Source: an optimization exercise on an open RTL-to-GDS flow (aim: small area). Production flows keep margins and buffers that such runs may drop. Where RTL was checked, it was by simulation tests only, not by an equivalence proof against the original. Function not checked in runs 1 to 3: the RTL went through the layout flow alone. No activity file was given, so power comes from the tool's default toggle rates.

==> design.v <==
package fcrla_pkg;
	localparam int MAX_SAMPLES = 4096;
	localparam int SAMPLE_BITS = 16;
	localparam int LANES       = 4;
	localparam int COUNT_W     = 13;
	localparam int TIME_W      = 32;
	localparam int IVAL_W      = 16;
	localparam int TALLY_W     = 13;
	localparam int SUM_W       = 28;
	localparam int IN_W        = 104;
	localparam int OUT_W       = 80;
	localparam logic [IVAL_W-1:0] EMIT_INTERVAL_RESET = IVAL_W'(1000);
	typedef enum logic [1:0] {
		ST_IDLE = 2'd0,
		ST_ACC  = 2'd1,
		ST_DIV  = 2'd2,
		ST_OUT  = 2'd3
	} state_t;
endpackage
module four_channel_rate_limited_averager_top (
	input  logic                          clk,
	input  logic                          arst_n,
	input  logic                          s_tvalid,
	output logic                          s_tready,
	input  logic [fcrla_pkg::IN_W-1:0]    s_tdata,
	input  logic [1:0]                    s_tuser,
	output logic                          m_tvalid,
	input  logic                          m_tready,
	output logic [fcrla_pkg::OUT_W-1:0]   m_tdata,
	input  logic                          cfg_we,
	input  logic [fcrla_pkg::IVAL_W-1:0]  cfg_data
);
	fcrla_pkg::state_t state_q;
	logic [1:0]  ph_q;
	logic [3:0]  step_q;
	logic [15:0] ival_q;
	logic        stream_q;
	logic [31:0] last_q;
	logic        fresh_q;    
	logic        clrp_q;
	logic [11:0] w0h_q, w1h_q, w2h_q, w3h_q;
	logic        smp;
	logic        room;
	logic        accept;
	logic        hit;
	logic        acc_last;
	logic        div;
	logic [15:0] pad;
	logic [27:0] acc;
	logic [27:0] dstep;
	logic [27:0] alu;
	logic [12:0] tally_inc;
	logic [3:0]  step_inc;
	assign smp      = (s_tuser == 2'd0) && stream_q && s_tdata[0];
	assign room     = !m_tdata[76];
	assign acc_last = (state_q == fcrla_pkg::ST_ACC) && (ph_q == 2'd3);
	assign s_tready = ((state_q == fcrla_pkg::ST_IDLE) && !smp) || acc_last;
	assign accept   = s_tvalid && s_tready;
	assign div      = (state_q == fcrla_pkg::ST_DIV);
	always_comb begin
		logic [31:0] t;
		logic [15:0] e;
		logic [15:0] s;
		logic        c;
		logic        ch;
		logic        ge;
		logic        nl;
		logic        hz;
		t = s_tdata[32:1];
		c = 1'b1;
		for (int i = 0; i < 16; i++) begin
			nl   = !(last_q[i] && !fresh_q);
			e[i] = t[i] ^ nl ^ c;
			c    = (t[i] & nl) | (c & (t[i] ^ nl));
		end
		ch = 1'b0;
		for (int i = 0; i < 16; i++) begin
			nl   = !(last_q[16+i] && !fresh_q);
			s[i] = t[16+i] ^ nl ^ ch;
			ch   = (t[16+i] & nl) | (ch & (t[16+i] ^ nl));
		end
		ge = 1'b1;
		for (int i = 0; i < 16; i++) begin
			ge = (e[i] & !ival_q[i]) | (ge & (e[i] ^ !ival_q[i]));
		end
		hz  = c ? (&s) : !(|s);
		hit = !hz || ge;
	end
	always_comb begin
		pad = '0;
		if ((state_q == fcrla_pkg::ST_ACC) && room) begin
			case (ph_q)
				2'd0:    pad = s_tdata[48:33];
				2'd1:    pad = s_tdata[64:49];
				2'd2:    pad = s_tdata[80:65];
				default: pad = s_tdata[96:81];
			endcase
		end
	end
	always_comb begin
		logic [27:0] a;
		logic        c;
		logic        p;
		a = clrp_q ? 28'd0 : {w0h_q, m_tdata[15:0]};
		c = 1'b0;
		for (int i = 0; i < 16; i++) begin
			acc[i] = a[i] ^ pad[i] ^ c;
			c      = (a[i] & pad[i]) | (c & (a[i] ^ pad[i]));
		end
		p = 1'b1;
		for (int i = 16; i < 28; i++) begin
			acc[i] = a[i] ^ (c & p);
			p      = p & a[i];
		end
	end
	always_comb begin
		logic [12:0] tr;
		logic [12:0] d;
		logic        c;
		tr = {w0h_q, m_tdata[15]};
		c  = 1'b1;
		for (int i = 0; i < 13; i++) begin
			d[i] = tr[i] ^ !m_tdata[64+i] ^ c;
			c    = (tr[i] & !m_tdata[64+i]) | (c & (tr[i] ^ !m_tdata[64+i]));
		end
		dstep = {c ? d[11:0] : tr[11:0], m_tdata[14:0], c};
	end
	assign alu = div ? dstep : acc;
	always_ff @(posedge clk) begin
		w3h_q <= alu[27:16];
		w2h_q <= w3h_q;
		w1h_q <= w2h_q;
		w0h_q <= w1h_q;
	end
	always_ff @(posedge clk) begin
		if (state_q != fcrla_pkg::ST_OUT) begin
			m_tdata[63:48] <= alu[15:0];
			m_tdata[47:32] <= m_tdata[63:48];
			m_tdata[31:16] <= m_tdata[47:32];
			m_tdata[15:0]  <= m_tdata[31:16];
		end
	end
	always_comb begin
		logic c;
		c = 1'b1;
		for (int i = 0; i < 13; i++) begin
			tally_inc[i] = m_tdata[64+i] ^ c;
			c            = m_tdata[64+i] & c;
		end
		c = 1'b1;
		for (int i = 0; i < 4; i++) begin
			step_inc[i] = step_q[i] ^ c;
			c           = step_q[i] & c;
		end
	end
	always_ff @(posedge clk or negedge arst_n) begin
		if (!arst_n) begin
			ph_q <= '0;
		end else begin
			ph_q <= ph_q + 2'd1;
		end
	end
	always_ff @(posedge clk) begin
		step_q <= '0;
		if (div) begin
			step_q <= (ph_q == 2'd3) ? step_inc : step_q;
		end
	end
	always_ff @(posedge clk or negedge arst_n) begin
		if (!arst_n) begin
			state_q <= fcrla_pkg::ST_IDLE;
		end else begin
			unique case (state_q)
				fcrla_pkg::ST_IDLE: begin
					if (s_tvalid && smp && (ph_q == 2'd3)) begin
						state_q <= fcrla_pkg::ST_ACC;
					end
				end
				fcrla_pkg::ST_ACC: begin
					if (acc_last) begin
						state_q <= hit ? fcrla_pkg::ST_DIV : fcrla_pkg::ST_IDLE;
					end
				end
				fcrla_pkg::ST_DIV: begin
					if ((step_q == 4'd15) && (ph_q == 2'd3)) begin
						state_q <= fcrla_pkg::ST_OUT;
					end
				end
				default: begin
					if (m_tready) begin
						state_q <= fcrla_pkg::ST_IDLE;
					end
				end
			endcase
		end
	end
	always_ff @(posedge clk or negedge arst_n) begin
		if (!arst_n) begin
			ival_q <= fcrla_pkg::EMIT_INTERVAL_RESET;
		end else if (cfg_we) begin
			ival_q <= cfg_data;
		end
	end
	always_ff @(posedge clk or negedge arst_n) begin
		if (!arst_n) begin
			stream_q       <= 1'b0;
			fresh_q        <= 1'b1;
			m_tdata[76:64] <= '0;
			clrp_q         <= 1'b1;
		end else if ((state_q == fcrla_pkg::ST_OUT) && m_tready) begin
			m_tdata[76:64] <= '0;
			clrp_q         <= 1'b1;
		end else if (accept) begin
			unique case (s_tuser)
				2'd1: begin
					stream_q       <= 1'b1;
					m_tdata[76:64] <= '0;
					clrp_q         <= 1'b1;
				end
				2'd2: stream_q <= 1'b0;
				2'd0: begin
					if (smp) begin
						if (room) begin
							m_tdata[76:64] <= tally_inc;
							clrp_q         <= 1'b0;
						end
						if (hit) begin
							fresh_q <= 1'b0;
						end
					end
				end
				default: ;
			endcase
		end
	end
	always_ff @(posedge clk) begin
		if (accept && smp && hit) begin
			last_q <= s_tdata[32:1];
		end
	end
	assign m_tvalid       = (state_q == fcrla_pkg::ST_OUT);
	assign m_tdata[79:77] = 3'b000;
endmodule
==> flow/run.sh <==
#!/bin/bash
# The standard layout, with the port buffers made of the smallest buffer cell
# instead of the default choice. Every port still gets its own buffer.
set -euo pipefail
bash standard.sh BUFFER_PORTS_ARGS="-buffer_cell sky130_fd_sc_hd__buf_1" finish > make_finish.log 2>&1
==> standard.sh <==
#!/bin/bash
# synth_recipe.tcl (not shown) runs the flow's synth.tcl, then flattens the netlist and writes it again
# the make line also repeats each setting of config.mk as NAME=value (left out here)
make -C /OpenROAD-flow-scripts/flow DESIGN_CONFIG=/design/flow/config.mk WORK_HOME=/design/flow/orfs CLKGATE_MAP_FILE= SYNTH_SCRIPT=/design/flow/synth_recipe.tcl "${@:-finish}"
==> config.mk <==
export PLATFORM = sky130hd
export DESIGN_NAME = four_channel_rate_limited_averager_top
export DESIGN_NICKNAME = four_channel_rate_limited_averager_top
export VERILOG_FILES = /design/flow/design.v
export SDC_FILE = /design/flow/constraint.sdc
export NUM_CORES = 4
export LEC_CHECK = 0
export CAP_MARGIN = 20
export CORE_MARGIN = 2
export CORE_UTILIZATION = 40
export CTS_BUF_LIST = sky130_fd_sc_hd__clkbuf_8
export SLEW_MARGIN = 20
==> constraint.sdc <==
create_clock -name core_clock -period 10.0 [get_ports {clk}]
set_input_delay 2.0000 -clock core_clock [delete_from_list [all_inputs] [get_ports {clk}]]
set_output_delay 2.0000 -clock core_clock [all_outputs]
set_load 0.01 [all_outputs]
==> results of run 1 <==
==> cell usage after synthesis, types with 16 or more instances <==
cell / instances / area [um2]
nand2_1: 73 / 274.0
dfrtp_1: 28 / 700.7
nor2_1: 53 / 198.9
o21ai_0: 21 / 105.1
a222oi_1: 16 / 160.2
nor2b_1: 18 / 112.6
nand2b_1: 36 / 225.2
a21oi_1: 32 / 160.2
edfxtp_1: 96 / 2883
clkbuf_1: 25 / 93.84
ha_1: 41 / 513.0
dfxtp_1: 52 / 1041
fa_1: 55 / 1101
inv_1: 45 / 168.9
==> registers in the layout, summed over array words and instances (netlist names) <==
register / count
w0h_q: 12
ph_q: 2
last_q: 32
state_q: 2
w2h_q: 12
w1h_q: 12
fresh_q: 1
clrp_q: 1
m_tdata: 77
step_q: 4
ival_q: 16
w3h_q: 12
stream_q: 1
==> cells in the final DEF, fill, tap and decap left out, types with 7 or more instances in the layout <==
master,n
buf_1,196
edfxtp_1,96
nand2_1,72
nor2_1,53
dfxtp_1,52
fa_1,49
inv_1,45
ha_1,41
nand2b_1,36
a21oi_1,30
dfrtp_1,28
o21ai_0,21
nor2b_1,18
clkbuf_8,17
a222oi_1,16
buf_4,15
xnor2_1,12
a22o_1,12
dfstp_2,8
o21ai_1,7
o22ai_1,7
==> power groups by stage <==
stage | combinational, mW | clock [mW] | sequential, mW
after detailed placement | 0.596 | 0 | 1.18
after CTS | 0.601 | 0.570 | 1.16
after global routing | 0.669 | 0.601 | 1.19
after floorplan | 0.348 | 0 | 1.18
final | 0.590 | 0.551 | 1.16
after global placement | 0.589 | 0 | 1.17
==> metrics by stage <==
stage	cells	setup TNS (ps)	hold slack, ps
after floorplan	718	0	309.6
after global placement	1180	-3998	310.8
after detailed placement	1180	-6878	312.1
after CTS	1212	0	334.3
after global routing	1212	0	335.4
final	1212	0	331.2
==> routing by layer <==
metal / GRT usage [%] / vias to the layer above
met5: 0 / -
met4: 4.938 / 0
met3: 3.612 / 18
met2: 28.32 / 159
met1: 22.19 / 2937
li1: - / 2900
==> worst reg2reg max path, cell delays in order, from the launching register on <==
cell	delay (ps)
dfrtp_1	390
ha_1	430
buf_4	310
nor2_1	80
a21oi_1	150
nor2_1	60
ha_1	210
fa_1	410
fa_1	470
fa_2	410
fa_1	460
fa_1	460
fa_1	470
fa_1	470
fa_1	470
fa_2	410
fa_2	400
fa_1	460
fa_1	490
fa_1	430
inv_1	90
fa_1	210
fa_1	210
nand4b_1	170
nor3_1	110
xnor2_1	120
or3_1	300
o21ai_1	80
==> path summary, 6_finish.rpt <==
check / from / endpoint / slack (ps) / cells after the start
worst max register to register: ph_q[0] / w3h_q[11] / 1190 / 27
worst max-delay path: s_tdata[65] / w3h_q[11] / 400 / 27
max in group asynchronous: arst_n / m_tdata[66] / 7770 / 1
worst min register to register: w1h_q[4] / w0h_q[4] / 330 / 0
worst min-delay path: w1h_q[4] / w0h_q[4] / 330 / 0
min in group asynchronous: arst_n / ival_q[2] / 1650 / 1
==> layout make-up <==
cell class | count | area (um2) | area share (%)
Tap cell | 280 | 350.3 | 3.361
Clock inverter | 15 | 207.7 | 1.992
Sequential cell | 184 | 4835 | 46.38
Clock buffer | 17 | 234.0 | 2.244
Inverter | 46 | 172.7 | 1.656
Timing Repair Buffer | 214 | 878.3 | 8.425
Multi-Input combinational cell | 456 | 3747 | 35.95
==> kinds of logic (layout without fill, tap and decap cells) <==
| kind of cell | Yosys count | count (layout) |
|---|---|---|
| buf+inv | 78 | 292 |
| other cells | 1 | 3 |
| mux | 7 | 7 |
| compound gates | 121 | 121 |
| flops | 184 | 184 |
| fa+ha+maj | 96 | 96 |
| simple gates | 214 | 214 |
| xor+xnor | 15 | 15 |
==> results.txt, run 1 <==
### CTS
- 2 — Longest Clk Path Bufs
- 0 — number of hold buffers added after CTS
- 0 — Setup Fix Bufs, Post-CTS
- 470 ps — clock latency reported for the late side of the worst-skew pair
- 184 — Clock Sinks
- clkbuf_8 — Clock Tree Root
- 100 ps — clock edge transition at the registers on the reported setup and hold paths
- 4 — total number of H-tree levels
- 17 — clock buffer count from CTS
- 0 — total of cells resized after clock tree synthesis
- yes — CTS tree

### Setup path
- fa_1 — slowest CP cell
- 9980 ps — Data arrival, critical path
- 490 ps — delay contributed by the slowest stage of the critical path
- flop — category of the worst setup path capture point
- fa_1 — Crit path top cell by count
- in2reg — kind of critical path
- adder cells — critical path's top delay family
- 10380 ps — Req. time, crit path
- input pin — Worst Setup Start Kind
- 3 — highest net fanout along the worst path
- 2 — crit path buf inv count

### Cells and area
- 0.01043 mm2 — final design area excluding fillers
- 17.80% — area delta synth->final
- 8.155% — share of layout cells above drive strength 1
- 2057 — fill cell count
- 47.92% — Final Util
- 1142 — Final Net Count
- 0 — diodes inserted

### Power
- 23.9% — relative contribution of the clock network to total power
- 34.08% — sw frac
- 4.225 nW — static leakage
- 0.00008962 V — Worst VDD drop
- 50.4% — Flop pwr share
- 221.0 mW/mm2 — power per cell area
- 1.519 mW — cell internal power dissipation
- 785.2 uW — power spent charging and discharging nets
- 25.6% — combinational share of power
- 2.304 mW — overall power of the completed layout

### STA
- 9600 ps — post-route minimum period
- 897.2 ps — measured slew at the worst slew-check pin
- 20.45 ps — largest clock skew in the final design
- 0 — final setup violation count
- 400.4 ps — final setup slack of the worst path
- 104.2 MHz — Highest Clock Rate
- 40.18% — relative slew slack
- false — RSZ-0062 raised after global routing
- 96.00% — period utilization
- 0 — Final Hold Violating Endpoints
- 0 — Final Max Slew Viols

### Logic synthesis
- 0.008850 mm2 — area of the mapped netlist
- 54.63% — part of the Yosys area used for sequential elements
- 96 — Post-synth EDFFs
- adder cells — main combinational cell family by area after synthesis
- 18.24% — synthesized-area fraction occupied by adder cells
- 9.303% — Synth Area in Compound Gates
- 1.485% — XOR/XNOR share of the synthesized area
- 19.57% — async set-reset flop share out of synthesis
- 184 — Yosys reg bits
- 12.36 um2 — Post-Syn Area per Cell
- edfxtp_1 — most used flip-flop cell after synthesis
- 55 — number of distinct library cells after synthesis
- 716 — post-synthesis cell count
- 11.93% — simple logic cell fraction of the synthesized area
- 2 — yosys synthesis warning count
- 0.8200% — multiplexer share of the synthesized area

### Floorplanning
- 209 — I/O pins
- 0.02176 mm2 — area of the placeable core
- 40.68% — initial core utilization
- 54 — row count
- 152.7 um — die extent in y
- 0.02333 mm2 — area of the die
- 152.7 um — die outline width

### Routing
- 8728 um — wire length on met1
- 0 — number of design rule violations left after detail routing
- 6014 — vias after detailed routing
- 15.89 um — Avg WL per Cell
- 367 — number of DRC markers after the initial detailed-route iteration
- 0 — ANT nets after route
- 925 um — WL met3
- met4 — uppermost signal routing layer after detailed routing
- 4.962 — number of vias per cell
- 9 — first drt pass iteration count
- 9342 um — Met2 Wirelength
- 19260 um — overall routed net length

### Place
- 0.7917 — GPL Wtd Cong
- 198 — count of input and output buffers
- 0.009975 mm2 — placed inst area
- 14420 um — HPWL Detailed
- -311.9 ps — Setup WS pre-CTS

### Job
- 0 — Max Cap Viol

### Global route
- 16.89% — overall fraction of global-route tracks in use
- 6037 — number of global-route vias before repair
- 67 — maximum number of pins on one net before global-route repair
- 0 — remaining global-route overflow
- 0 — antenna violations before repair
- 31120 um — wire length of the first global-routing pass

### Run status
- complete, no violations — outcome

### Worst hold path
- reg2reg — Hold WC Path Type

==> run 2: changes to the inputs <==
--- a/config.mk
+++ b/config.mk
@@ -9,4 +9,6 @@
 export CORE_MARGIN = 2
 export CORE_UTILIZATION = 40
 export CTS_BUF_LIST = sky130_fd_sc_hd__clkbuf_8
+export CTS_CLUSTER_DIAMETER = 200
+export CTS_CLUSTER_SIZE = 30
 export SLEW_MARGIN = 20
==> run 2 against run 1 <==
Effect of this change: non-clock buffer count unchanged; design area unchanged; global-route usage unchanged; clock power about the same; highest routed layer unchanged.
==> results.txt, run 2 <==
### Run status
- complete, no violations — outcome

### Cells and area
- 0 — diodes inserted
- 17.80% — area delta synth->final
- 77 — number of flip-flops under the largest register name
- buf_1, edfxtp_1, nand2_1 — top library cells by usage in the layout, fill and taps aside
- 8.155% — share of layout cells above drive strength 1
- buf_1 — commonest non-fill, non-tap cell in the layout
- 2057 — fill cell count
- m_tdata (77), last_q (32), ival_q (16) — Largest regs
- 1142 — Final Net Count
- m_tdata — register with the most flip-flops

### Logic synthesis
- edfxtp_1 — most used flip-flop cell after synthesis
- edfxtp_1, nand2_1, fa_1 — list of most frequent post-synthesis cells
- edfxtp_1, fa_1, dfxtp_1 — top cells by area, synth
- 32.57% — share of Yosys cell area claimed by the top area cell type
- 96 — Post-synth EDFFs
- 19.57% — async set-reset flop share out of synthesis
- 12.36 um2 — Post-Syn Area per Cell
- 54.63% — part of the Yosys area used for sequential elements
- 55 — number of distinct library cells after synthesis
- 2 — yosys synthesis warning count
- 0.008850 mm2 — area of the mapped netlist
- 716 — post-synthesis cell count
- 184 — Yosys reg bits
- edfxtp_1 — Synth area leader
- edfxtp_1 — cell with the most instances after synthesis

### STA
- 9600 ps — post-route minimum period
- 40.18% — relative slew slack
- 0 — Final Hold Violating Endpoints
- 0 — Final Max Slew Viols
- false — RSZ-0062 raised after global routing
- 96.00% — period utilization
- 0 ps — Setup TNS Final
- 0 — final setup violation count
- 104.2 MHz — Highest Clock Rate
- 20.45 ps — largest clock skew in the final design
- 400.4 ps — final setup slack of the worst path
- 897.2 ps — measured slew at the worst slew-check pin

### Routing
- 0 — ANT nets after route
- 367 — number of DRC markers after the initial detailed-route iteration
- 4.962 — number of vias per cell
- 9 — first drt pass iteration count
- 19260 um — overall routed net length
- 15.89 um — Avg WL per Cell
- 0 — number of design rule violations left after detail routing
- 6014 — vias after detailed routing

### CTS
- 470 ps — clock latency reported for the late side of the worst-skew pair
- 2 — Longest Clk Path Bufs
- 17 — clock buffer count from CTS
- 0 — number of hold buffers added after CTS
- 100 ps — clock edge transition at the registers on the reported setup and hold paths
- clkbuf_8 — Clock Tree Root
- 0 — total of cells resized after clock tree synthesis
- 4 — total number of H-tree levels
- 0 — Setup Fix Bufs, Post-CTS
- 184 — Clock Sinks
- yes — CTS tree

### Setup path
- 3 — highest net fanout along the worst path
- 9980 ps — Data arrival, critical path
- in2reg — kind of critical path
- 1190 ps — register-to-register path setup slack
- 10380 ps — Req. time, crit path
- ph_q[0] — startpoint of the most critical register-to-register path
- input pin — Worst Setup Start Kind
- 27 — worst reg2reg path depth
- flop — category of the worst setup path capture point
- w3h_q[11] — end of the worst register-to-register path

### Place
- -311.9 ps — Setup WS pre-CTS
- 14420 um — HPWL Detailed
- 0.7917 — GPL Wtd Cong
- 198 — count of input and output buffers

### Global route
- 6037 — number of global-route vias before repair
- 67 — maximum number of pins on one net before global-route repair
- 0 — antenna violations before repair
- 0 — remaining global-route overflow
- 16.89% — overall fraction of global-route tracks in use
- 31120 um — wire length of the first global-routing pass

### Worst hold path
- 0 — worst hold path depth
- w0h_q[4] — endpoint with the worst hold slack
- reg2reg — Hold WC Path Type
- w1h_q[4] — min-delay src

### Power
- 221.0 mW/mm2 — power per cell area
- 4.225 nW — static leakage
- 0.00008962 V — Worst VDD drop

### Floorplanning
- 152.7 um — die outline width
- 40.68% — initial core utilization
- 152.7 um — die extent in y
- 0.02176 mm2 — area of the placeable core
- 0.02333 mm2 — area of the die
- 209 — I/O pins
- 54 — row count

### Job
- 0 — Max Cap Viol

## run 2: cell families after synthesis
family,count (synthesis),share of synthesized area [%]
AND/OR/NAND/NOR,214,11.93
flip-flops,184,54.63
AO/OA/AOI/OAI,121,9.303
adder cells (fa/ha/maj),96,18.24
buffers and inverters,78,3.549
XOR/XNOR,15,1.485
multiplexers,7,0.8200
other,1,0.04237
## run 2: critical path, cell delays in order
cell      delay, ps
buf_1            70
a222oi_1        320
nor2_1           80
a21oi_1         150
nor2_1           60
ha_1            210
fa_1            410
fa_1            470
fa_2            410
fa_1            460
fa_1            460
fa_1            470
fa_1            470
fa_1            470
fa_2            410
fa_2            400
fa_1            460
fa_1            490
fa_1            430
inv_1            90
fa_1            210
fa_1            210
nand4b_1        170
nor3_1          100
xnor2_1         120
or3_1           300
o21ai_1          80
## run 2: per-layer routing
| metal | wire [um] | track usage, % | up-vias |
|---|---|---|---|
| met1 | 8728 | 22.19 | 2937 |
| li1 | - | - | 2900 |
| met5 | 0 | 0 | - |
| met3 | 925 | 3.612 | 18 |
| met2 | 9342 | 28.32 | 159 |
| met4 | 264 | 4.938 | 0 |
## run 2: through the flow
| step | area [um2] | cells | power (mW) | hold WS [ps] | utilization [%] |
|---|---|---|---|---|---|
| after floorplan | 8886 | 718 | 1.529 | 309.6 | - |
| after global placement | 9975 | 1180 | 1.760 | 310.8 | 45.85 |
| after detailed placement | 9975 | 1180 | 1.775 | 312.1 | 45.85 |
| after CTS | 10420 | 1212 | 2.336 | 334.3 | 47.88 |
| after global routing | 10430 | 1212 | 2.461 | 335.4 | 47.92 |
| final | 10430 | 1212 | 2.304 | 331.2 | 47.92 |
## run 2: worst max path at each step
stage / from / endpoint / slack [ps] / cells after the start
finish: s_tdata[65] / w3h_q[11] / 400 / 27
floorplan: s_tdata[1] / last_q[0] / 20 / 25
global route: s_tdata[65] / w3h_q[11] / 40 / 27
global placement: s_tdata[65] / w3h_q[11] / -210 / 27
detailed placement: s_tdata[65] / w3h_q[11] / -310 / 27
CTS: s_tdata[65] / w3h_q[11] / 170 / 27
## run 2: area by class of cell
class	instances	area [um2]	area share (%)
sequential	184	4835	46.38
inverter	46	172.7	1.656
clock inverter	15	207.7	1.992
timing repair buffer	214	878.3	8.425
multi-input combinational	456	3747	35.95
tap	280	350.3	3.361
clock buffer	17	234.0	2.244
## run 2: power by group
| part | switching, mW | leakage [nW] | total, mW | internal, mW |
|---|---|---|---|---|
| combinational | 0.363 | 2.09 | 0.590 | 0.228 |
| clock | 0.292 | 0.225 | 0.551 | 0.259 |
| sequential | 0.130 | 1.91 | 1.16 | 1.03 |
| total | 0.785 | 4.22 | 2.30 | 1.52 |
==> run 3: changes to the inputs <==
--- a/config.mk
+++ b/config.mk
@@ -8,7 +8,7 @@
 export CAP_MARGIN = 20
 export CORE_MARGIN = 2
 export CORE_UTILIZATION = 40
-export CTS_BUF_LIST = sky130_fd_sc_hd__clkbuf_8
+export CTS_BUF_LIST = sky130_fd_sc_hd__clkbuf_16
 export CTS_CLUSTER_DIAMETER = 200
-export CTS_CLUSTER_SIZE = 30
+export CTS_CLUSTER_SIZE = 60
 export SLEW_MARGIN = 20
==> run 3 against run 2 <==
Effect of this change: critical path depth stayed put; sequential power hardly changed; hold slack worse by 3.6 ps; die area stayed put; clock skew is 8.8 ps lower; largest cell class unchanged; still clean on timing, DRC and antenna; register-to-register slack better by 60 ps; largest power group unchanged; via count is 0.15% higher; fmax hardly changed.
==> results.txt, run 3 <==
### Run status
- complete, no violations — outcome

### Logic synthesis
- 0.008850 mm2 — area of the mapped netlist
- 55 — number of distinct library cells after synthesis
- edfxtp_1, nand2_1, fa_1 — list of most frequent post-synthesis cells
- edfxtp_1 — Synth area leader
- 12.36 um2 — Post-Syn Area per Cell
- 2 — yosys synthesis warning count
- 32.57% — share of Yosys cell area claimed by the top area cell type
- 19.57% — async set-reset flop share out of synthesis
- edfxtp_1 — most used flip-flop cell after synthesis
- edfxtp_1 — cell with the most instances after synthesis
- edfxtp_1, fa_1, dfxtp_1 — top cells by area, synth
- 96 — Post-synth EDFFs
- 184 — Yosys reg bits
- 716 — post-synthesis cell count
- 54.63% — part of the Yosys area used for sequential elements

### Cells and area
- 2026 — fill cell count
- m_tdata (77), last_q (32), ival_q (16) — Largest regs
- 1144 — Final Net Count
- m_tdata — register with the most flip-flops
- buf_1 — commonest non-fill, non-tap cell in the layout
- 1214 — number of non-filler instances in the completed layout
- buf_1, edfxtp_1, nand2_1 — top library cells by usage in the layout, fill and taps aside
- 0 — diodes inserted
- 8.779% — share of layout cells above drive strength 1
- 77 — number of flip-flops under the largest register name
- 0.01069 mm2 — final design area excluding fillers
- 20.75% — area delta synth->final

### Global route
- 16.99% — overall fraction of global-route tracks in use
- 0 — antenna violations before repair
- 31260 um — wire length of the first global-routing pass
- 0 — remaining global-route overflow
- 6094 — number of global-route vias before repair
- 67 — maximum number of pins on one net before global-route repair

### STA
- 11.62 ps — largest clock skew in the final design
- 104.1 MHz — Highest Clock Rate
- 0 — Final Hold Violating Endpoints
- false — RSZ-0062 raised after global routing
- 96.05% — period utilization
- 0 ps — Setup TNS Final
- 0 — Final Max Slew Viols
- 0 — final setup violation count
- 39.92% — relative slew slack
- 901.3 ps — measured slew at the worst slew-check pin
- 9605 ps — post-route minimum period

### Power
- 23.9% — combinational share of power
- 1.669 mW — cell internal power dissipation
- 231.7 mW/mm2 — power per cell area
- 4.329 nW — static leakage
- 32.60% — sw frac
- 0.0001119 V — Worst VDD drop
- 807.1 uW — power spent charging and discharging nets
- 29.1% — relative contribution of the clock network to total power
- 47.0% — Flop pwr share

### Routing
- 16.00 um — Avg WL per Cell
- 347 — number of DRC markers after the initial detailed-route iteration
- 19420 um — overall routed net length
- 4.961 — number of vias per cell
- 5 — first drt pass iteration count
- 0 — ANT nets after route
- 0 — number of design rule violations left after detail routing
- 6023 — vias after detailed routing

### CTS
- 2 — Longest Clk Path Bufs
- 184 — Clock Sinks
- clkbuf_16 — Clock Tree Root
- 17 — clock buffer count from CTS
- 0 — Setup Fix Bufs, Post-CTS
- yes — CTS tree
- 0 — total of cells resized after clock tree synthesis
- 430 ps — clock latency reported for the late side of the worst-skew pair
- 0 — number of hold buffers added after CTS
- 70 ps — clock edge transition at the registers on the reported setup and hold paths
- 4 — total number of H-tree levels

### Place
- 0.009975 mm2 — placed inst area
- 1180 — placed cell count
- 198 — count of input and output buffers
- 0.7917 — GPL Wtd Cong
- 14420 um — HPWL Detailed

### Floorplanning
- 0.02333 mm2 — area of the die
- 54 — row count
- 0.02176 mm2 — area of the placeable core
- 152.7 um — die extent in y
- 152.7 um — die outline width
- 209 — I/O pins
- 40.68% — initial core utilization

### Worst hold path
- 0 — worst hold path depth
- reg2reg — Hold WC Path Type

### Setup path
- 9750 ps — Data arrival, critical path
- 12 — highest net fanout along the worst path
- input pin — Worst Setup Start Kind
- 10140 ps — Req. time, crit path
- in2reg — kind of critical path
- flop — category of the worst setup path capture point
- 28 — worst reg2reg path depth

### Job
- 0 — Max Cap Viol

[run 3: cell counts after synthesis]
No cell type changed its count.
[run 3: area by class of cell]
type | instances | area [um2] | area share, %
clock inverters | 15 | 207.7 | 1.944
inverters | 46 | 172.7 | 1.616
clock buffers | 17 | 425.4 | 3.981
flip-flops and latches | 184 | 4835 | 45.24
repair buffers | 216 | 928.4 | 8.688
well taps | 280 | 350.3 | 3.278
multi-input cells | 456 | 3767 | 35.25
[run 3: worst max-delay path: stages]
cell and delay (ps):
buf_1 80, inv_1 70, ha_1 140, inv_1 60, fa_1 420, fa_2 380, fa_1 430, fa_2 380
fa_1 420, fa_1 420, fa_1 420, fa_1 430, fa_1 430, fa_1 430, fa_2 380, fa_2 390
fa_2 380, fa_1 380, inv_1 80, fa_1 410, inv_1 110, ha_4 150, nand2_1 50, a21oi_2 140
o2111ai_2 180, a21oi_4 340, clkbuf_16 230
[run 3: stage by stage]
stage          util, %  power (mW)  hold slack [ps]  setup slack [ps]
6_report         49.12       2.476            327.6             395.4
5_1_grt          49.12       2.636            331.3             28.34
4_1_cts          48.76       2.508            329.1             121.3
3_5_place_dp     45.85       1.775            312.1            -311.9
3_3_place_gp     45.85       1.760            310.8            -213.6
2_1_floorplan        -       1.529            309.6             21.90
[run 3: layer usage]
metal  track usage, %  up-vias  part of all wire (%)
met5                0        -                     0
met4            5.335        0                   1.6
met3            3.896       22                   4.7
met2            28.21      154                    49
met1            22.24     2945                    45
li1                 -     2902                     -
[run 3: cell families (layout without fill, tap and decap cells)]
logic type	Yosys count	after routing	share of synthesized area, %
AOI/OAI and AO/OA	121	121	9.303
xor gates and xnor gates	15	15	1.485
DFF	184	184	54.63
muxes	7	7	0.8200
and+or+nand+nor	214	214	11.93
buffers and inverters	78	294	3.549
adders and majority gates	96	96	18.24
other	1	3	0.04237
[run 3: power groups by stage]
stage          Sequential (mW)  Clock, mW  Combinational, mW
6_report                  1.16      0.720              0.593
5_1_grt                   1.19      0.772              0.672
4_1_cts                   1.17      0.741              0.601
3_5_place_dp              1.18          0              0.596
3_3_place_gp              1.17          0              0.589
2_1_floorplan             1.18          0              0.348
[run 3: path summary, 6_finish.rpt]
path	from	end	slack, ps
setup reg to reg	ph_q[0]	w3h_q[11]	1250
max in group asynchronous	arst_n	m_tdata[64]	7740
hold / removal	w3h_q[2]	w2h_q[2]	330
setup / recovery	s_tdata[1]	last_q[26]	400
hold reg to reg	w3h_q[2]	w2h_q[2]	330
min in group asynchronous	arst_n	ival_q[0]	1690
==> run 4: changes to the inputs <==
--- a/design.v
+++ b/design.v
@@ -203,34 +203,33 @@
 	end
 	always_ff @(posedge clk or negedge arst_n) begin
 		if (!arst_n) begin
-			stream_q       <= 1'b0;
-			fresh_q        <= 1'b1;
-			m_tdata[76:64] <= '0;
-			clrp_q         <= 1'b1;
-		end else if ((state_q == fcrla_pkg::ST_OUT) && m_tready) begin
+			stream_q <= 1'b0;
+			fresh_q  <= 1'b1;
+		end else if (accept) begin
+			unique case (s_tuser)
+				2'd1: stream_q <= 1'b1;
+				2'd2: stream_q <= 1'b0;
+				2'd0: begin
+					if (smp && hit) begin
+						fresh_q <= 1'b0;
+					end
+				end
+				default: ;
+			endcase
+		end
+	end
+	always_ff @(posedge clk) begin
+		if ((state_q == fcrla_pkg::ST_OUT) && m_tready) begin
 			m_tdata[76:64] <= '0;
 			clrp_q         <= 1'b1;
 		end else if (accept) begin
-			unique case (s_tuser)
-				2'd1: begin
-					stream_q       <= 1'b1;
-					m_tdata[76:64] <= '0;
-					clrp_q         <= 1'b1;
-				end
-				2'd2: stream_q <= 1'b0;
-				2'd0: begin
-					if (smp) begin
-						if (room) begin
-							m_tdata[76:64] <= tally_inc;
-							clrp_q         <= 1'b0;
-						end
-						if (hit) begin
-							fresh_q <= 1'b0;
-						end
-					end
-				end
-				default: ;
-			endcase
+			if (s_tuser == 2'd1) begin
+				m_tdata[76:64] <= '0;
+				clrp_q         <= 1'b1;
+			end else if ((s_tuser == 2'd0) && smp && room) begin
+				m_tdata[76:64] <= tally_inc;
+				clrp_q         <= 1'b0;
+			end
 		end
 	end
 	always_ff @(posedge clk) begin
==> flow/run.sh (replaced) <==
#!/bin/bash
# The standard layout with two changes: the port buffers use the smallest
# buffer cell (every port still gets its own buffer), and the clock tree is
# built from fewer, larger clusters without dummy loads.
set -euo pipefail
bash standard.sh \
  BUFFER_PORTS_ARGS="-buffer_cell sky130_fd_sc_hd__buf_1" \
  CTS_ARGS="-sink_clustering_enable -repair_clock_nets -sink_clustering_size 60 -sink_clustering_max_diameter 300 -buf_list sky130_fd_sc_hd__clkbuf_16 -dont_use_dummy_load" \
  finish > make_finish.log 2>&1
--- a/config.mk
+++ b/config.mk
@@ -8,7 +8,4 @@
 export CAP_MARGIN = 20
 export CORE_MARGIN = 2
 export CORE_UTILIZATION = 40
-export CTS_BUF_LIST = sky130_fd_sc_hd__clkbuf_16
-export CTS_CLUSTER_DIAMETER = 200
-export CTS_CLUSTER_SIZE = 60
 export SLEW_MARGIN = 20
==> run 4 against run 3 <==
Effect of this change: still clean on timing, DRC and antenna; sequential cell count is the same; utilization shrank 1.1 points; fmax shrank 0.65%; worst setup slack lost 63 ps; global-route usage shrank 0.28 points; final cell count shrank 1.2%; non-clock buffer count shrank 1; synthesized cell count grew 0.14%; first-iteration DRC count grew 24%; sequential share of layout area grew 0.45 points; area after synthesis shrank 0.59%; critical path type unchanged; largest power group unchanged.
==> results.txt, run 4 <==
### Routing
- 0 — number of design rule violations left after detail routing
- 0 — ANT nets after route
- 431 — number of DRC markers after the initial detailed-route iteration
- 15.94 um — Avg WL per Cell
- 6000 — vias after detailed routing
- 6 — first drt pass iteration count
- 5.000 — number of vias per cell
- 19130 um — overall routed net length

### CTS
- clkbuf_16 — Clock Tree Root
- 50 ps — clock edge transition at the registers on the reported setup and hold paths
- 4 — total number of H-tree levels
- 184 — Clock Sinks
- 420 ps — clock latency reported for the late side of the worst-skew pair
- 2 — Longest Clk Path Bufs
- yes — CTS tree
- 17 — clock buffer count from CTS

### Global route
- 0 — remaining global-route overflow
- 5999 — number of global-route vias before repair
- 4.238% — met3 global-route usage
- met2 — busiest metal layer after global routing
- 16.71% — overall fraction of global-route tracks in use
- 2 — antenna violations before repair
- 67 — maximum number of pins on one net before global-route repair
- 30580 um — wire length of the first global-routing pass
- 22.22% — met1 usage in global routing
- 27.03% — met2 track demand over resource in global routing

### Logic synthesis
- edfxtp_1, nand2_1, dfxtp_1 — list of most frequent post-synthesis cells
- 96 — Post-synth EDFFs
- edfxtp_1 — most used flip-flop cell after synthesis
- 11.96% — async set-reset flop share out of synthesis
- 12.27 um2 — Post-Syn Area per Cell
- 184 — Yosys reg bits
- 32.77% — share of Yosys cell area claimed by the top area cell type
- 2 — yosys synthesis warning count
- 61 — number of distinct library cells after synthesis
- edfxtp_1, dfxtp_1, fa_1 — top cells by area, synth
- edfxtp_1 — Synth area leader
- edfxtp_1 — cell with the most instances after synthesis
- 0.008797 mm2 — area of the mapped netlist
- 54.15% — part of the Yosys area used for sequential elements
- 717 — post-synthesis cell count

### Floorplanning
- 152.3 um — die outline width
- 0.02169 mm2 — area of the placeable core
- 0.02320 mm2 — area of the die
- 40.56% — initial core utilization
- 54 — row count
- 209 — I/O pins
- 152.3 um — die extent in y

### Job
- 0 — Max Cap Viol

### Cells and area
- buf_1, edfxtp_1, nand2_1 — top library cells by usage in the layout, fill and taps aside
- 77 — number of flip-flops under the largest register name
- 18.50% — area delta synth->final
- buf_1 — commonest non-fill, non-tap cell in the layout
- m_tdata (77), last_q (32), ival_q (16) — Largest regs
- 1143 — Final Net Count
- 6.754% — share of layout cells above drive strength 1
- 1989 — fill cell count
- m_tdata — register with the most flip-flops
- 0.01043 mm2 — final design area excluding fillers
- 1200 — number of non-filler instances in the completed layout

### Setup path
- in2reg — kind of critical path
- fa_1 — Crit path top cell by count
- input pin — Worst Setup Start Kind
- 10120 ps — Req. time, crit path
- 9790 ps — Data arrival, critical path
- flop — category of the worst setup path capture point
- 7 — highest net fanout along the worst path
- 440 ps — delay contributed by the slowest stage of the critical path
- fa_1 — slowest CP cell

### Place
- -191.0 ps — Setup WS pre-CTS
- 14410 um — HPWL Detailed
- 0.009888 mm2 — placed inst area
- 198 — count of input and output buffers
- 0.8100 — GPL Wtd Cong
- 1177 — placed cell count

### STA
- 332.7 ps — final setup slack of the worst path
- 317.1 ps — post-route worst hold slack
- 40.05% — relative slew slack
- 9667 ps — post-route minimum period
- 0 — Final Max Slew Viols
- 0 — Final Hold Violating Endpoints
- 0 — final setup violation count
- 96.67% — period utilization
- 103.4 MHz — Highest Clock Rate
- 24.63 ps — largest clock skew in the final design
- 896.0 ps — measured slew at the worst slew-check pin

### Worst hold path
- reg2reg — Hold WC Path Type

### Run status
- complete, no violations — outcome

### Power
- 205.7 mW/mm2 — power per cell area
- 4.088 nW — static leakage
- 0.0001094 V — Worst VDD drop

## run 4: cell count changes after synthesis, sizes merged, moves of 2 or more
cell	before	now
a22o	13	11
buf	7	9
dfrtp	28	15
dfxtp	52	66
nand2	73	70
nand2b	36	33
nand4	6	4
nor2	53	59
o21ai	29	26
xnor2	12	14
## run 4: layout make-up
class | count | area, um2 | share of cell area, %
Sequential cell | 184 | 4763 | 45.69
Multi-Input combinational cell | 455 | 3765 | 36.11
Timing Repair Buffer | 215 | 939.7 | 9.013
Clock buffer | 17 | 425.4 | 4.081
Tap cell | 280 | 350.3 | 3.361
Inverter | 47 | 176.4 | 1.692
Antenna cell | 2 | 5.005 | 0.04801
## run 4: worst max-delay path, delay by kind of cell
kind | cells | cell delay (ps)
compound gates | 3 | 410
fa+ha+maj | 17 | 6490
buf+inv | 8 | 810
simple gates | 1 | 60
## run 4: repair_timing
item	in CTS	in global routing
setup buffers	0	1
setup endpoints to repair	0	29
hold buffers	0	0
resized for setup	0	4
## run 4: final timing paths
path / from / endpoint / slack (ps) / cells after the start
setup / recovery: s_tdata[1] / last_q[16] / 330 / 29
hold / removal: w3h_q[6] / w2h_q[6] / 320 / 0
setup reg to reg: ph_q[0] / w3h_q[11] / 1190 / 28
hold reg to reg: w3h_q[6] / w2h_q[6] / 320 / 0
max in group asynchronous: arst_n / ival_q[7] / 8140 / 2
min in group asynchronous: arst_n / ival_q[0] / 1570 / 2
## run 4: layer usage
layer  wire (um)  vias to the layer above  part of all wire (%)
met5          13                        -                 0.068
met4         213                        2                   1.1
met3        1027                       19                   5.4
met2        9199                      169                    48
met1        8675                     2915                    45
li1            -                     2895                     -
## run 4: power by group
| part | internal [mW] | switching (mW) | leakage [nW] |
|---|---|---|---|
| registers | 1.02 | 0.108 | 1.79 |
| clock network | 0.296 | 0.244 | 0.210 |
| logic | 0.164 | 0.316 | 2.09 |
## run 4: stage by stage
step                utilization [%]  TNS [ps]  power, mW
finish                        48.07         0      2.144
floorplan                         -         0      1.414
global route                  48.06    -16.51      2.275
global placement              45.59     -4465      1.619
detailed placement            45.59     -5883      1.630
CTS                           47.55         0      2.174
## run 4: cell families (layout without fill, tap and decap cells)
group,count (synthesis),count (layout),share of synthesized area (%)
other cells,1,5,0.04263
simple gates,212,212,11.88
fa+ha+maj,96,96,18.35
xor+xnor,16,16,1.593
buf+inv,80,279,3.726
flops,184,184,54.15
mux,7,7,0.8107
compound gates,121,121,9.458
==> run 5: changes to the inputs <==
==> flow/run.sh (replaced) <==
#!/bin/bash
# The standard layout with two changes: the port buffers use the smallest
# buffer cell (every port still gets its own buffer), and the clock tree is
# built from fewer, larger clusters without dummy loads.
set -euo pipefail
bash standard.sh \
  BUFFER_PORTS_ARGS="-buffer_cell sky130_fd_sc_hd__buf_1" \
  CTS_ARGS="-sink_clustering_enable -repair_clock_nets -sink_clustering_size 30 -sink_clustering_max_diameter 300 -buf_list sky130_fd_sc_hd__clkbuf_8 -dont_use_dummy_load" \
  finish > make_finish.log 2>&1
--- a/config.mk
+++ b/config.mk
@@ -7,5 +7,5 @@
 export LEC_CHECK = 0
 export CAP_MARGIN = 20
 export CORE_MARGIN = 2
-export CORE_UTILIZATION = 40
+export CORE_UTILIZATION = 65
 export SLEW_MARGIN = 20
==> run 5 against run 4 <==
Effect of this change: critical endpoint is now last_q[11]; sequential power is essentially flat; clock power is 32% lower; non-clock buffer count down 7; synthesized cell count is the same; highest routed layer is now met4; still clean; clock skew up 4.3 ps; sequential cell count unchanged; fmax up 0.76%.
==> results.txt, run 5 <==
### Floorplanning
- 66.43% — initial core utilization
- 42 — row count
- 0.01324 mm2 — area of the placeable core
- 120.3 um — die extent in y
- 0.01448 mm2 — area of the die
- 209 — I/O pins
- 120.3 um — die outline width

### Routing
- 0 — ANT nets after route
- 18170 um — overall routed net length
- 0 — number of design rule violations left after detail routing
- 16.72 um — Avg WL per Cell
- 5.590 — number of vias per cell
- 11 — first drt pass iteration count
- 392 — number of DRC markers after the initial detailed-route iteration
- 6076 — vias after detailed routing

### Power
- 197.8 mW/mm2 — power per cell area
- 0.0001217 V — Worst VDD drop
- 3.949 nW — static leakage
- 1.973 mW — overall power of the completed layout

### CTS
- 2 — Longest Clk Path Bufs
- 0 — total of cells resized after clock tree synthesis
- 100 ps — clock edge transition at the registers on the reported setup and hold paths
- 0 — number of hold buffers added after CTS
- yes — CTS tree
- 460 ps — clock latency reported for the late side of the worst-skew pair
- 4 — total number of H-tree levels
- clkbuf_8 — Clock Tree Root
- 184 — Clock Sinks
- 17 — clock buffer count from CTS
- 0 — Setup Fix Bufs, Post-CTS

### STA
- 104.2 MHz — Highest Clock Rate
- 28.97 ps — largest clock skew in the final design
- 9594 ps — post-route minimum period
- 0 — final setup violation count
- false — RSZ-0062 raised after global routing
- 95.94% — period utilization
- 46.05% — relative slew slack
- 405.8 ps — final setup slack of the worst path
- 0 — Final Hold Violating Endpoints
- 0 ps — Setup TNS Final
- 0 — Final Max Slew Viols
- 809.2 ps — measured slew at the worst slew-check pin

### Worst hold path
- 0 — worst hold path depth
- w2h_q[8] — min-delay src
- reg2reg — Hold WC Path Type
- w1h_q[8] — endpoint with the worst hold slack

### Cells and area
- buf_1, edfxtp_1, nand2_1 — top library cells by usage in the layout, fill and taps aside
- 934 — fill cell count
- 77 — number of flip-flops under the largest register name
- 1136 — Final Net Count
- buf_1 — commonest non-fill, non-tap cell in the layout
- 5.708% — share of layout cells above drive strength 1
- m_tdata (77), last_q (32), ival_q (16) — Largest regs
- 0 — diodes inserted
- 13.34% — area delta synth->final
- m_tdata — register with the most flip-flops

### Global route
- 6170 — number of global-route vias before repair
- 26.26% — overall fraction of global-route tracks in use
- 0 — antenna violations before repair
- 29290 um — wire length of the first global-routing pass
- 0 — remaining global-route overflow
- 66 — maximum number of pins on one net before global-route repair

### Logic synthesis
- 12.27 um2 — Post-Syn Area per Cell
- edfxtp_1, dfxtp_1, fa_1 — top cells by area, synth
- 717 — post-synthesis cell count
- edfxtp_1 — Synth area leader
- 54.15% — part of the Yosys area used for sequential elements
- 184 — Yosys reg bits
- 61 — number of distinct library cells after synthesis
- edfxtp_1, nand2_1, dfxtp_1 — list of most frequent post-synthesis cells
- 0.008797 mm2 — area of the mapped netlist
- 96 — Post-synth EDFFs
- edfxtp_1 — most used flip-flop cell after synthesis
- 2 — yosys synthesis warning count
- edfxtp_1 — cell with the most instances after synthesis
- 11.96% — async set-reset flop share out of synthesis
- 32.77% — share of Yosys cell area claimed by the top area cell type

### Setup path
- w3h_q[11] — end of the worst register-to-register path
- 10130 ps — Req. time, crit path
- 32 — highest net fanout along the worst path
- in2reg — kind of critical path
- 1090 ps — register-to-register path setup slack
- input pin — Worst Setup Start Kind
- ph_q[0] — startpoint of the most critical register-to-register path
- flop — category of the worst setup path capture point
- 28 — worst reg2reg path depth
- 9720 ps — Data arrival, critical path

### Job
- 0 — Max Cap Viol

### Run status
- complete, no violations — outcome

### Place
- 0.8563 — GPL Wtd Cong
- 13900 um — HPWL Detailed
- -108.7 ps — Setup WS pre-CTS
- 198 — count of input and output buffers

run 5: cell counts after synthesis:
No cell type changed its count.
run 5: how the worst max path moves through the flow:
stage	startpoint	to	slack [ps]
3_5_place_dp	s_tdata[1]	last_q[23]	-110
4_1_cts	s_tdata[1]	last_q[11]	350
3_3_place_gp	s_tdata[1]	last_q[2]	-30
6_report	s_tdata[1]	last_q[11]	410
2_1_floorplan	s_tdata[1]	last_q[0]	20
5_1_grt	s_tdata[1]	last_q[11]	60
run 5: cells by family after synthesis:
family	share of synthesized area [%]
xor+xnor	1.593
mux	0.8107
other cells	0.04263
compound gates	9.458
flops	54.15
fa+ha+maj	18.35
buf+inv	3.726
simple gates	11.88
run 5: final cells by class:
cell class | count | area, um2 | share of cell area, %
Sequential cell | 184 | 4763 | 47.77
Timing Repair Buffer | 208 | 832.0 | 8.345
Clock buffer | 17 | 234.0 | 2.347
Multi-Input combinational cell | 455 | 3745 | 37.56
Inverter | 47 | 176.4 | 1.769
Tap cell | 176 | 220.2 | 2.209
run 5: per-layer routing:
| metal | part of all wire, % | track usage, % |
|---|---|---|
| met1 | 41 | 34.01 |
| met2 | 50 | 43.93 |
| met3 | 6.4 | 6.651 |
| met4 | 2.0 | 8.358 |
| met5 | 0 | 0 |
run 5: where the power goes:
part / internal [mW] / switching, mW
registers: 1.02 / 0.115
clock network: 0.150 / 0.215
logic: 0.163 / 0.312
total: 1.33 / 0.642
run 5: critical path: stages:
cell	delay [ps]
buf_1	80
inv_1	50
ha_1	140
inv_1	50
fa_1	420
fa_2	380
fa_1	420
fa_1	430
fa_1	430
fa_1	420
fa_1	420
fa_1	420
fa_1	430
fa_1	420
fa_1	440
fa_2	390
fa_2	380
fa_1	400
inv_1	80
fa_1	410
inv_1	60
ha_1	150
nand2_1	70
a21oi_2	150
o2111ai_2	190
a21oi_4	220
buf_12	220
run 5: per-stage QoR:
stage / util (%) / area, um2 / std cells / hold slack (ps)
5_1_grt: 75.29 / 9971 / 1087 / 322.5
2_1_floorplan: - / 8833 / 719 / 309.6
4_1_cts: 75.28 / 9970 / 1087 / 312.1
6_report: 75.29 / 9971 / 1087 / 310.2
3_5_place_dp: 73.52 / 9736 / 1070 / 312.1
3_3_place_gp: 73.52 / 9736 / 1070 / 310.0
==> run 6: changes to the inputs <==
--- a/config.mk
+++ b/config.mk
@@ -7,5 +7,5 @@
 export LEC_CHECK = 0
 export CAP_MARGIN = 20
 export CORE_MARGIN = 2
-export CORE_UTILIZATION = 65
+export CORE_UTILIZATION = 40
 export SLEW_MARGIN = 20
==> run 6 against run 5 <==
Effect of this change: still clean on timing, DRC and antenna; worst setup slack got worse by 74 ps; register-to-register slack improved by 90 ps; sequential cell count did not move; global-route usage down 9.7 points; critical path type unchanged; largest cell class unchanged; largest power group unchanged; highest routed layer is now met5.
==> results.txt, run 6 <==
### STA
- 103.4 MHz — Highest Clock Rate
- 40.89% — relative slew slack
- 0 — Final Max Slew Viols
- 315.6 ps — post-route worst hold slack
- false — RSZ-0062 raised after global routing
- 0 — Final Hold Violating Endpoints
- 96.68% — period utilization
- 9668 ps — post-route minimum period
- 883.4 ps — measured slew at the worst slew-check pin
- 0 ps — Setup TNS Final
- 34.48 ps — largest clock skew in the final design
- 0 — final setup violation count

### Routing
- 5936 — vias after detailed routing
- 8732 um — wire length on met1
- 4.947 — number of vias per cell
- 0 — ANT nets after route
- 1005 um — WL met3
- 429 — number of DRC markers after the initial detailed-route iteration
- met5 — uppermost signal routing layer after detailed routing
- 0 — number of design rule violations left after detail routing
- 9082 um — Met2 Wirelength
- 15.86 um — Avg WL per Cell
- 19030 um — overall routed net length
- 7 — first drt pass iteration count

### Logic synthesis
- 2 — yosys synthesis warning count
- edfxtp_1, dfxtp_1, fa_1 — top cells by area, synth
- 54.15% — part of the Yosys area used for sequential elements
- 717 — post-synthesis cell count
- 184 — Yosys reg bits
- 11.96% — async set-reset flop share out of synthesis
- 32.77% — share of Yosys cell area claimed by the top area cell type
- edfxtp_1, nand2_1, dfxtp_1 — list of most frequent post-synthesis cells
- edfxtp_1 — most used flip-flop cell after synthesis
- edfxtp_1 — cell with the most instances after synthesis
- 61 — number of distinct library cells after synthesis
- 12.27 um2 — Post-Syn Area per Cell
- 0.008797 mm2 — area of the mapped netlist
- 96 — Post-synth EDFFs
- edfxtp_1 — Synth area leader

### Setup path
- adder cells — critical path's top delay family
- fa_1 — Crit path top cell by count
- ph_q[0] — startpoint of the most critical register-to-register path
- 430 ps — delay contributed by the slowest stage of the critical path
- 7 — highest net fanout along the worst path
- 9810 ps — Data arrival, critical path
- 10140 ps — Req. time, crit path
- in2reg — kind of critical path
- 8 — crit path buf inv count
- w3h_q[11] — end of the worst register-to-register path
- 1180 ps — register-to-register path setup slack
- fa_1 — slowest CP cell
- input pin — Worst Setup Start Kind
- 28 — worst reg2reg path depth
- flop — category of the worst setup path capture point

### Cells and area
- m_tdata (77), last_q (32), ival_q (16) — Largest regs
- 77 — number of flip-flops under the largest register name
- m_tdata — register with the most flip-flops
- 1200 — number of non-filler instances in the completed layout
- 2021 — fill cell count
- 16.19% — area delta synth->final
- 47.13% — Final Util
- buf_1, edfxtp_1, nand2_1 — top library cells by usage in the layout, fill and taps aside
- 1143 — Final Net Count
- 6.645% — share of layout cells above drive strength 1
- buf_1 — commonest non-fill, non-tap cell in the layout

### Place
- 1177 — placed cell count
- 0.8100 — GPL Wtd Cong
- 14410 um — HPWL Detailed
- 198 — count of input and output buffers

### Power
- 644.6 uW — power spent charging and discharging nets
- 56.9% — Flop pwr share
- 4.001 nW — static leakage
- 1.329 mW — cell internal power dissipation
- 24.3% — combinational share of power
- 0.00009652 V — Worst VDD drop
- 32.66% — sw frac
- 18.8% — relative contribution of the clock network to total power
- 193.1 mW/mm2 — power per cell area

### Global route
- 0 — remaining global-route overflow
- 5945 — number of global-route vias before repair
- 67 — maximum number of pins on one net before global-route repair
- 30440 um — wire length of the first global-routing pass
- 16.60% — overall fraction of global-route tracks in use
- 2 — antenna violations before repair

### Worst hold path
- reg2reg — Hold WC Path Type
- w3h_q[6] — min-delay src
- 0 — worst hold path depth
- w2h_q[6] — endpoint with the worst hold slack

### CTS
- 2 — Longest Clk Path Bufs
- 17 — clock buffer count from CTS
- 70 ps — clock edge transition at the registers on the reported setup and hold paths
- yes — CTS tree
- 450 ps — clock latency reported for the late side of the worst-skew pair
- 184 — Clock Sinks
- 4 — total number of H-tree levels
- clkbuf_8 — Clock Tree Root
- 0 — number of hold buffers added after CTS

### Run status
- complete, no violations — outcome

### Floorplanning
- 152.3 um — die outline width
- 0.02169 mm2 — area of the placeable core
- 152.3 um — die extent in y
- 40.56% — initial core utilization
- 0.02320 mm2 — area of the die
- 209 — I/O pins
- 54 — row count

### Job
- 0 — Max Cap Viol

==> run 6: power groups by stage <==
stage | logic [mW] | clock network (mW) | registers, mW
floorplan | 0.249 | 0 | 1.16
global placement | 0.483 | 0 | 1.14
detailed placement | 0.487 | 0 | 1.14
CTS | 0.489 | 0.389 | 1.13
global route | 0.539 | 0.419 | 1.15
finish | 0.479 | 0.371 | 1.12
==> run 6: through the flow <==
| stage | worst slack, ps | area [um2] | power (mW) |
|---|---|---|---|
| 5_1_grt | 5.047 | 10220 | 2.107 |
| 3_5_place_dp | -191.0 | 9888 | 1.630 |
| 6_report | 331.6 | 10220 | 1.974 |
| 2_1_floorplan | 21.90 | 8833 | 1.414 |
| 3_3_place_gp | -145.2 | 9888 | 1.619 |
| 4_1_cts | 263.2 | 10120 | 2.005 |
==> run 6: final cells by class <==
type	count	area [um2]	area share, %
sequential	184	4763	46.60
antenna	2	5.005	0.04897
clock buffer	17	234.0	2.289
multi-input combinational	455	3752	36.71
tap	280	350.3	3.428
timing repair buffer	215	939.7	9.193
inverter	47	176.4	1.726
==> run 6: kinds of logic after synthesis <==
kind of cell	count (synthesis)	share of synthesized area (%)
compound gates	121	9.458
xor+xnor	16	1.593
fa+ha+maj	96	18.35
buf+inv	80	3.726
flops	184	54.15
mux	7	0.8107
other cells	1	0.04263
simple gates	212	11.88
==> run 6: worst max-delay path by stage <==
stage / cells after the start / start / endpoint
finish: 29 / s_tdata[1] / last_q[16]
global route: 29 / s_tdata[1] / last_q[16]
CTS: 27 / s_tdata[1] / last_q[24]
detailed placement: 27 / s_tdata[1] / last_q[20]
global placement: 27 / s_tdata[1] / last_q[21]
floorplan: 25 / s_tdata[1] / last_q[0]
==> run 6: what timing repair did <==
| item | CTS | global route |
|---|---|---|
| gates resized for setup | 0 | 3 |
| setup buffers | 0 | 1 |
| setup endpoints to repair | 0 | 4 |
==> run 6: worst reg2reg max path, delay by kind of cell, from the launching register on <==
| kind | cells | cell delay [ps] |
|---|---|---|
| and+or+nand+nor | 5 | 540 |
| DFF | 1 | 380 |
| buffers and inverters | 2 | 160 |
| adders and majority gates | 17 | 6770 |
| xor gates and xnor gates | 1 | 150 |
| AOI/OAI and AO/OA | 3 | 680 |
==> run 6: per-layer routing <==
| metal | global-route usage (%) | up-vias |
|---|---|---|
| met5 | 0 | - |
| met4 | 4.094 | 2 |
| met3 | 4.807 | 17 |
| met2 | 26.83 | 149 |
| met1 | 22.18 | 2874 |
| li1 | - | 2894 |
==> run 7: changes to the inputs <==
--- a/design.v
+++ b/design.v
@@ -81,21 +81,18 @@
 		end
 		ge = 1'b1;
 		for (int i = 0; i < 16; i++) begin
-			ge = (e[i] & !ival_q[i]) | (ge & (e[i] ^ !ival_q[i]));
+			ge = (e[i] & !ival_q[i]) | (ge & (e[i] | !ival_q[i]));
 		end
 		hz  = c ? (&s) : !(|s);
 		hit = !hz || ge;
 	end
 	always_comb begin
-		pad = '0;
-		if ((state_q == fcrla_pkg::ST_ACC) && room) begin
-			case (ph_q)
-				2'd0:    pad = s_tdata[48:33];
-				2'd1:    pad = s_tdata[64:49];
-				2'd2:    pad = s_tdata[80:65];
-				default: pad = s_tdata[96:81];
-			endcase
-		end
+		logic [3:0] sel;
+		for (int k = 0; k < 4; k++) begin
+			sel[k] = (state_q == fcrla_pkg::ST_ACC) && room && (ph_q == 2'(k));
+		end
+		pad = ({16{sel[0]}} & s_tdata[48:33]) | ({16{sel[1]}} & s_tdata[64:49])
+		    | ({16{sel[2]}} & s_tdata[80:65]) | ({16{sel[3]}} & s_tdata[96:81]);
 	end
 	always_comb begin
 		logic [27:0] a;
--- a/config.mk
+++ b/config.mk
@@ -7,5 +7,5 @@
 export LEC_CHECK = 0
 export CAP_MARGIN = 20
 export CORE_MARGIN = 2
-export CORE_UTILIZATION = 40
+export CORE_UTILIZATION = 80
 export SLEW_MARGIN = 20
==> run 7 against run 6 <==
Effect of this change: the layout now fails its checks (setup timing); clock power up 4%; combinational power up 21%; fmax down 3.9%; clock skew down 13 ps; sequential cell count unchanged; via count up 18%; utilization up 47 points; critical path type unchanged.
==> results.txt, run 7 <==
### Logic synthesis
- 11.96% — async set-reset flop share out of synthesis
- edfxtp_1 — most used flip-flop cell after synthesis
- 96 — Post-synth EDFFs
- 651 — post-synthesis cell count
- 10.18% — Synth Area in Compound Gates
- adder cells — main combinational cell family by area after synthesis
- 16.60% — synthesized-area fraction occupied by adder cells
- 60 — number of distinct library cells after synthesis
- 13.20 um2 — Post-Syn Area per Cell
- 2.679% — multiplexer share of the synthesized area
- 0.008594 mm2 — area of the mapped netlist
- edfxtp_1, dfxtp_1, fa_1 — list of most frequent post-synthesis cells
- edfxtp_1, dfxtp_1, fa_1 — top cells by area, synth
- edfxtp_1 — cell with the most instances after synthesis
- 2 — yosys synthesis warning count
- 33.54% — share of Yosys cell area claimed by the top area cell type
- edfxtp_1 — Synth area leader
- 10.10% — simple logic cell fraction of the synthesized area
- 184 — Yosys reg bits
- 1.427% — XOR/XNOR share of the synthesized area
- 55.42% — part of the Yosys area used for sequential elements

### Power
- 27.0% — combinational share of power
- 18.0% — relative contribution of the clock network to total power
- 3.711 nW — static leakage
- 35.64% — sw frac
- 2.148 mW — overall power of the completed layout
- 1.382 mW — cell internal power dissipation
- 55.1% — Flop pwr share
- 765.3 uW — power spent charging and discharging nets
- 219.8 mW/mm2 — power per cell area
- 0.0001852 V — Worst VDD drop

### Cells and area
- 1062 — Final Net Count
- buf_1 — commonest non-fill, non-tap cell in the layout
- m_tdata — register with the most flip-flops
- 13.70% — area delta synth->final
- 288 — fill cell count
- 77 — number of flip-flops under the largest register name
- 9.038% — share of layout cells above drive strength 1
- m_tdata (77), last_q (32), ival_q (16) — Largest regs
- buf_1, edfxtp_1, dfxtp_1 — top library cells by usage in the layout, fill and taps aside

### Routing
- 8 — first drt pass iteration count
- 1039 — number of DRC markers after the initial detailed-route iteration
- 27170 um — overall routed net length
- 7009 — vias after detailed routing
- 0 — ANT nets after route
- 0 — number of design rule violations left after detail routing
- 27.47 um — Avg WL per Cell
- 7.087 — number of vias per cell

### Global route
- 0 — remaining global-route overflow
- 66 — maximum number of pins on one net before global-route repair
- 45.44% — overall fraction of global-route tracks in use
- 6982 — number of global-route vias before repair
- 1 — antenna violations before repair
- 37940 um — wire length of the first global-routing pass

### CTS
- 0 — number of hold buffers added after CTS
- 17 — clock buffer count from CTS
- 184 — Clock Sinks
- 500 ps — clock latency reported for the late side of the worst-skew pair
- clkbuf_8 — Clock Tree Root
- 2 — Longest Clk Path Bufs
- 4 — total number of H-tree levels
- yes — CTS tree
- 100 ps — clock edge transition at the registers on the reported setup and hold paths

### Setup path
- buf_1, ha_1, fa_1, fa_1, fa_1, fa_1, fa_1, fa_1, fa_1, fa_1, fa_1, fa_1, fa_1, fa_1, fa_1, fa_1, xor2_1, xnor2_1, mux2i_1, o21ai_0, buf_4, a21oi_4, buf_4, buf_12 — worst-path cell chain
- 10260 ps — Data arrival, critical path
- fa_1 — Crit path top cell by count
- 560 ps — delay contributed by the slowest stage of the critical path
- in2reg — kind of critical path
- 4 — crit path buf inv count
- 11 — highest net fanout along the worst path
- adder cells — critical path's top delay family
- flop — category of the worst setup path capture point
- 10190 ps — Req. time, crit path
- input pin — Worst Setup Start Kind
- fa_1 — slowest CP cell

### STA
- 933.4 ps — measured slew at the worst slew-check pin
- 0 — Final Max Slew Viols
- 99.35 MHz — Highest Clock Rate
- 100.7% — period utilization
- 10070 ps — post-route minimum period
- 21.47 ps — largest clock skew in the final design
- 32 — final setup violation count
- 37.77% — relative slew slack
- 0 — Final Hold Violating Endpoints
- -65.12 ps — final setup slack of the worst path

### Floorplanning
- 0.01159 mm2 — area of the die
- 209 — I/O pins
- 82.88% — initial core utilization
- 107.7 um — die outline width
- 37 — row count
- 0.01037 mm2 — area of the placeable core
- 107.7 um — die extent in y

### Run status
- setup timing — checks that blocked a clean result
- finished with violations — outcome

### Place
- 0.7996 — GPL Wtd Cong
- 198 — count of input and output buffers
- 16350 um — HPWL Detailed
- -340.2 ps — Setup WS pre-CTS

### Job
- 0 — Max Cap Viol

### Worst hold path
- reg2reg — Hold WC Path Type

## run 7: cell families after synthesis
logic type / count (synthesis)
and+or+nand+nor: 159
AOI/OAI and AO/OA: 122
buffers and inverters: 69
adders and majority gates: 81
muxes: 21
other: 1
xor gates and xnor gates: 14
DFF: 184
## run 7: per-stage QoR
step | std cells | hold WS (ps) | TNS (ps) | area (um2) | utilization (%)
floorplan | 653 | 309.6 | 0 | 8613 | -
global placement | 967 | 310.6 | -442.6 | 9462 | 91.24
detailed placement | 967 | 312.1 | -10610 | 9462 | 91.24
CTS | 984 | 310.2 | 0 | 9696 | 93.50
global route | 989 | 321.0 | -7365 | 9772 | 94.23
finish | 989 | 309.7 | -1503 | 9772 | 94.23
## run 7: worst reg2reg max path, stage by stage, from the launching register on
cell	delay [ps]
dfrtp_1	560
nor3b_2	330
and2_1	670
a22oi_1	170
nand2_1	160
ha_1	170
inv_1	50
fa_1	380
fa_1	410
fa_1	430
fa_1	450
fa_1	400
fa_1	380
fa_1	410
fa_1	420
fa_1	440
fa_1	470
fa_1	500
fa_1	510
fa_1	440
inv_1	90
fa_1	260
fa_1	310
and4_4	290
and4_4	290
nand2_1	120
o31a_1	310
o21ai_1	160
## run 7: cell type report
| cell class | count | area (um2) | area share (%) |
|---|---|---|---|
| flip-flops and latches | 184 | 4763 | 48.75 |
| multi-input cells | 400 | 3566 | 36.49 |
| repair buffers | 213 | 893.4 | 9.142 |
| clock buffers | 17 | 234.0 | 2.394 |
| well taps | 136 | 170.2 | 1.741 |
| inverters | 38 | 142.6 | 1.460 |
| diodes | 1 | 2.502 | 0.02561 |
## run 7: power groups by stage
stage | Sequential, mW | Combinational (mW) | Clock (mW)
2_1_floorplan | 1.18 | 0.273 | 0
3_3_place_gp | 1.15 | 0.485 | 0
3_5_place_dp | 1.17 | 0.535 | 0
4_1_cts | 1.17 | 0.561 | 0.378
5_1_grt | 1.19 | 0.618 | 0.406
6_report | 1.18 | 0.579 | 0.386
## run 7: path summary, 6_finish.rpt
path | start | end | slack, ps | cells after the start
min in group asynchronous | arst_n | ph_q[0] | 1520 | 2
worst max-delay path | s_tdata[17] | last_q[11] | -70 | 24
max in group asynchronous | arst_n | ival_q[9] | 8180 | 2
worst max register to register | state_q[0] | w3h_q[9] | 350 | 27
worst min register to register | w2h_q[8] | w1h_q[8] | 310 | 0
worst min-delay path | w2h_q[8] | w1h_q[8] | 310 | 0
## run 7: what timing repair did
item / 4_1_cts / 5_1_grt
endpoints found under the setup margin: 0 / 32
buffers inserted: 0 / 2
hold endpoints to repair: 0 / 0
gates resized for setup: 0 / 8
## run 7: per-layer routing
layer  share of wire [%]  GRT usage, %
met1                  30         52.16
met2                  48         73.36
met3                  12         15.13
met4                 9.5         29.03
met5                   0             0

## static timing again, ports no longer ideal
The results above use ideal ports. As a check the final layouts listed here were re-extracted and re-timed, cells and wires unchanged. Step 1: set_driving_cell puts a clkbuf_16 on clk and a buf_2 on each other input, an assumption about the parent block. Step 2 also shifts input and output timing later by t, the mid clock arrival at the registers, as if the neighbouring blocks saw the same clock. Three values: ideal ports, drivers, drivers and shift; two values: the first two.
| run | shift t [ns] | setup slack, ns | cell pins on the clock port's net |
|---|---|---|---|
| run 1 | 0.494 | 0.400 / 0.401 / -0.093 | 1 |
| run 2 | 0.494 | 0.400 / 0.401 / -0.093 | 1 |
| run 3 | 0.472 | 0.395 / 0.416 / -0.056 | 1 |
| run 4 | 0.457 | 0.333 / 0.358 / -0.098 | 1 |
| run 5 | 0.481 | 0.406 / 0.423 / -0.058 | 1 |
| run 6 | 0.473 | 0.332 / 0.353 / -0.120 | 1 |
| run 7 | 0.526 | -0.065 / -0.056 / -0.582 | 1 |
With both steps, setup timing fails in 6 of these runs, where it was met with ideal ports. The setup slack of run 7, which loses most, moves by +0.009 ns with the drivers and by -0.517 ns with both steps.
